Background: an optimization exercise with open tools, aiming at small area. Do not read the settings as production practice.
Only simulation tests tie the RTL to the original design; equivalence was not proved.
Power and IR drop assume default switching activity.

## nmea_sentence_parser
module nmea_sentence_parser (
  input  logic       clk_i,
  input  logic       rst_ni,
  input  logic       in_valid_i,
  output logic       in_stall_o,
  input  logic       opcode_i,
  input  logic [7:0] rx_byte_i,
  input  logic [1:0] read_type_i,
  input  logic [4:0] read_field_i,
  input  logic [3:0] read_pos_i,
  output logic       out_valid_o,
  input  logic       out_stall_i,
  output logic [7:0] read_char_o,
  output logic       frame_valid_o,
  output logic       sentence_done_o,
  output logic [1:0] done_type_o
);
  localparam int DEPTH = 43;   
  localparam logic [3:0] S_WAIT   = 4'd0;
  localparam logic [3:0] S_FIELDS = 4'd1;
  localparam logic [3:0] S_SUM    = 4'd2;
  localparam logic [3:0] S_DEAD   = 4'd3;    
  localparam logic [3:0] S_I0     = 4'd4;    
  localparam logic [3:0] S_I1     = 4'd5;    
  localparam logic [3:0] S_I2     = 4'd6;    
  localparam logic [3:0] S_I3G    = 4'd7;    
  localparam logic [3:0] S_I3R    = 4'd8;    
  localparam logic [3:0] S_I4GG   = 4'd9;    
  localparam logic [3:0] S_I4GS   = 4'd10;   
  localparam logic [3:0] S_I4RM   = 4'd11;   
  localparam logic [3:0] S_I5GGA  = 4'd12;   
  localparam logic [3:0] S_I5RMC  = 4'd13;   
  localparam logic [3:0] S_I5GSA  = 4'd14;   
  localparam logic [7:0] CH_DOLLAR = 8'h24;
  localparam logic [7:0] CH_COMMA  = 8'h2C;
  localparam logic [7:0] CH_STAR   = 8'h2A;
  function automatic logic [4:0] last_field(input logic [1:0] t);
    last_field = 5'd17;
    if (t == 2'd0) last_field = 5'd14;
    else if (t == 2'd1) last_field = 5'd12;
  endfunction
  logic        pend_q;         
  logic        ov_q;           
  logic        ib_op_q;        
  logic [10:0] ib_q;           
  logic [5:0]  tmr_q;          
  logic [7:0]  rchar_q;        
  logic [3:0]  st_q;
  logic [2:0]  vf_q;           
  logic [1:0]  ty_q;
  logic [4:0]  fn_q;
  logic [3:0]  ps_q;
  logic [7:0]  xr_q;           
  logic [1:0]  rot_t_q;        
  logic [4:0]  rot_f_q;        
  logic [7:0] b;
  logic [1:0] rt;
  logic [4:0] rf;
  logic [3:0] rp;
  assign b  = ib_q[7:0];
  assign rt = ib_q[10:9];
  assign rf = ib_q[8:4];
  ...
For scale: about 4100 cells after synthesis, roughly 3500 flip-flops, about 38 I/O pins, roughly 75000 µm² of cells after synthesis.
clock: 10.0 ns
lec_check: 0
cap_margin: 20
core_margin: 2
core_utilization: 60
cts_buf_list: sky130_fd_sc_hd__clkbuf_8
cts_cluster_diameter: 60
cts_cluster_size: 20
slew_margin: 20
synth_memory_max_bits: 8192
run.sh (not shown) runs the stock make flow with config.mk's settings and CLKGATE_MAP_FILE= SYNTH_SCRIPT=/design/flow/synth_recipe.tcl, a recipe that flattens the netlist after the stock synthesis.
Edit:
--- a/flow/design.v
+++ b/flow/design.v
@@ -42,14 +42,16 @@
   input  logic       out_stall_i,
   output logic [7:0] read_char_o,
   output logic       frame_valid_o,
   output logic       sentence_done_o,
   output logic [1:0] done_type_o
 );
   localparam int DEPTH = 43;   
+  localparam logic [5:0] TMR_START = 6'b000001;
+  localparam logic [5:0] TMR_END   = 6'b111011;
   localparam logic [3:0] S_WAIT   = 4'd0;
   localparam logic [3:0] S_FIELDS = 4'd1;
   localparam logic [3:0] S_SUM    = 4'd2;
   localparam logic [3:0] S_DEAD   = 4'd3;    
   localparam logic [3:0] S_I0     = 4'd4;    
   localparam logic [3:0] S_I1     = 4'd5;    
   localparam logic [3:0] S_I2     = 4'd6;    
@@ -96,15 +98,15 @@
   assign is_star   = (b == CH_STAR);
   assign is_dollar = (b == CH_DOLLAR);
   logic rd_ok, wr_ok, kept, use_store, finish, accept, hit;
   assign kept      = (fn_q <= last_field(ty_q));
   assign rd_ok     = (rt != 2'd3) && (rf != 5'd0) && (rf <= last_field(rt)) && (rp < 4'd10);
   assign wr_ok     = (st_q == S_FIELDS) && kept && (ps_q < 4'd10);
   assign use_store = ib_op_q ? rd_ok : wr_ok;
-  assign finish    = pend_q && (!use_store || tmr_q == 6'(DEPTH - 1));
+  assign finish    = pend_q && (!use_store || tmr_q == TMR_END);
   assign accept    = in_valid_i && !pend_q && !ov_q;
   assign in_stall_o = pend_q || ov_q;
   logic [1:0] tgt_t;
   logic [4:0] tgt_f;
   assign tgt_t = ib_op_q ? rt : ty_q;
   assign tgt_f = ib_op_q ? rf : fn_q;
   assign hit   = pend_q && use_store && (rot_t_q == tgt_t) && (rot_f_q == tgt_f);
@@ -136,26 +138,28 @@
       if (accept) pend_q <= 1'b1;
       else if (finish) pend_q <= 1'b0;
       if (finish) ov_q <= 1'b1;
       else if (!out_stall_i) ov_q <= 1'b0;
     end
   end
   always_ff @(posedge clk_i) begin
-    tmr_q <= accept ? 6'd0 : tmr_q + 6'd1;
+    tmr_q <= accept ? TMR_START : {tmr_q[4:0], tmr_q[5] ^ tmr_q[4]};
     if (accept) begin
       ib_op_q <= opcode_i;
       ib_q    <= opcode_i ? {read_type_i, read_field_i, read_pos_i} : {3'b000, rx_byte_i};
     end
     if (hit && ib_op_q) rchar_q <= rdata;
   end
-  logic [7:0] hex_v, sub_v;
+  logic       is_digit;
+  logic [7:0] hex_v;
+  logic [7:0] xr_op;
   always_comb begin
-    if (b >= 8'h30 && b <= 8'h39) hex_v = b - 8'h30;
-    else hex_v = b - 8'h37;
-    sub_v = (ps_q == 4'd0) ? {hex_v[3:0], 4'h0} : hex_v;
+    is_digit = (b[7:4] == 4'h3) && (b[3:0] <= 4'd9);
+    hex_v    = is_digit ? {4'h0, b[3:0]} : b - 8'h37;
+    xr_op    = (st_q == S_SUM) ? hex_v : b;
   end
   logic step;
   assign step = finish && !ib_op_q;
   always_ff @(posedge clk_i or negedge rst_ni) begin
     if (!rst_ni) begin
       st_q <= S_WAIT;
       vf_q <= 3'b000;
@@ -196,32 +200,35 @@
           if (is_dollar) begin
             fn_q <= 5'd1;
             xr_q <= 8'h00;
           end
         end
         S_FIELDS: begin
           if (is_comma) begin
-            xr_q <= xr_q ^ b;
+            xr_q <= xr_q ^ xr_op;
             if (kept) fn_q <= fn_q + 5'd1;
             ps_q <= 4'd0;
           end else if (is_star) begin
             ps_q <= 4'd0;
           end else begin
-            xr_q <= xr_q ^ b;
+            xr_q <= xr_q ^ xr_op;
             if (ps_q < 4'd10) ps_q <= ps_q + 4'd1;
           end
         end
         S_SUM: begin
-          if (ps_q < 4'd2) begin
-            xr_q <= xr_q - sub_v;
-            ps_q <= ps_q + 4'd1;
+          if (ps_q == 4'd0) begin
+            xr_q[7:4] <= xr_q[7:4] - hex_v[3:0];
+            ps_q      <= 4'd1;
+          end else if (ps_q == 4'd1) begin
+            xr_q <= xr_q ^ xr_op;
+            ps_q <= 4'd2;
           end
         end
         default: begin
-          xr_q <= xr_q ^ b;
+          xr_q <= xr_q ^ xr_op;
           if (is_comma) begin
             if (st_q == S_I5GGA) ty_q <= 2'd0;
             if (st_q == S_I5RMC) ty_q <= 2'd1;
             if (st_q == S_I5GSA) ty_q <= 2'd2;
           end
         end
       endcase
Effect: The new run ran to the end with no violations; power stays flat; clock power is about the same; sequential share of layout area came out higher by 0.31 points; combinational power came out lower by 11%; utilization came out higher by 0.35 points; cell count came out lower by 0.88%.

-- afterwards: timing with drivers on the ports --
No port has a modelled driver above. Below, the same layouts with a new extraction and two added sets of constraints. Step 1 sets driving cells, clkbuf_16 on the clock port and buf_2 on the other inputs (assumed; they add their load-dependent delay and slew). Step 2 times the ports against the registers' clock, not the clock port: input delays grow and output delays shrink by t, the midpoint of the rising clock arrivals with the driver on. Slacks: no drivers / after step 1 / after step 2; pairs: no drivers / after step 1.
| run | shift t [ns] | setup slack, ns | latest minus earliest clock arrival (ns) | pins driven straight from the clock port |
|---|---|---|---|---|
| the first run | 0.959 | 3.883 / 3.816 / 4.775 | 0.041 / 0.040 | 1 |
| the second run | 0.980 | 4.173 / 4.104 / 5.085 | 0.043 / 0.043 | 1 |
After both steps setup and hold are still met in every run listed.
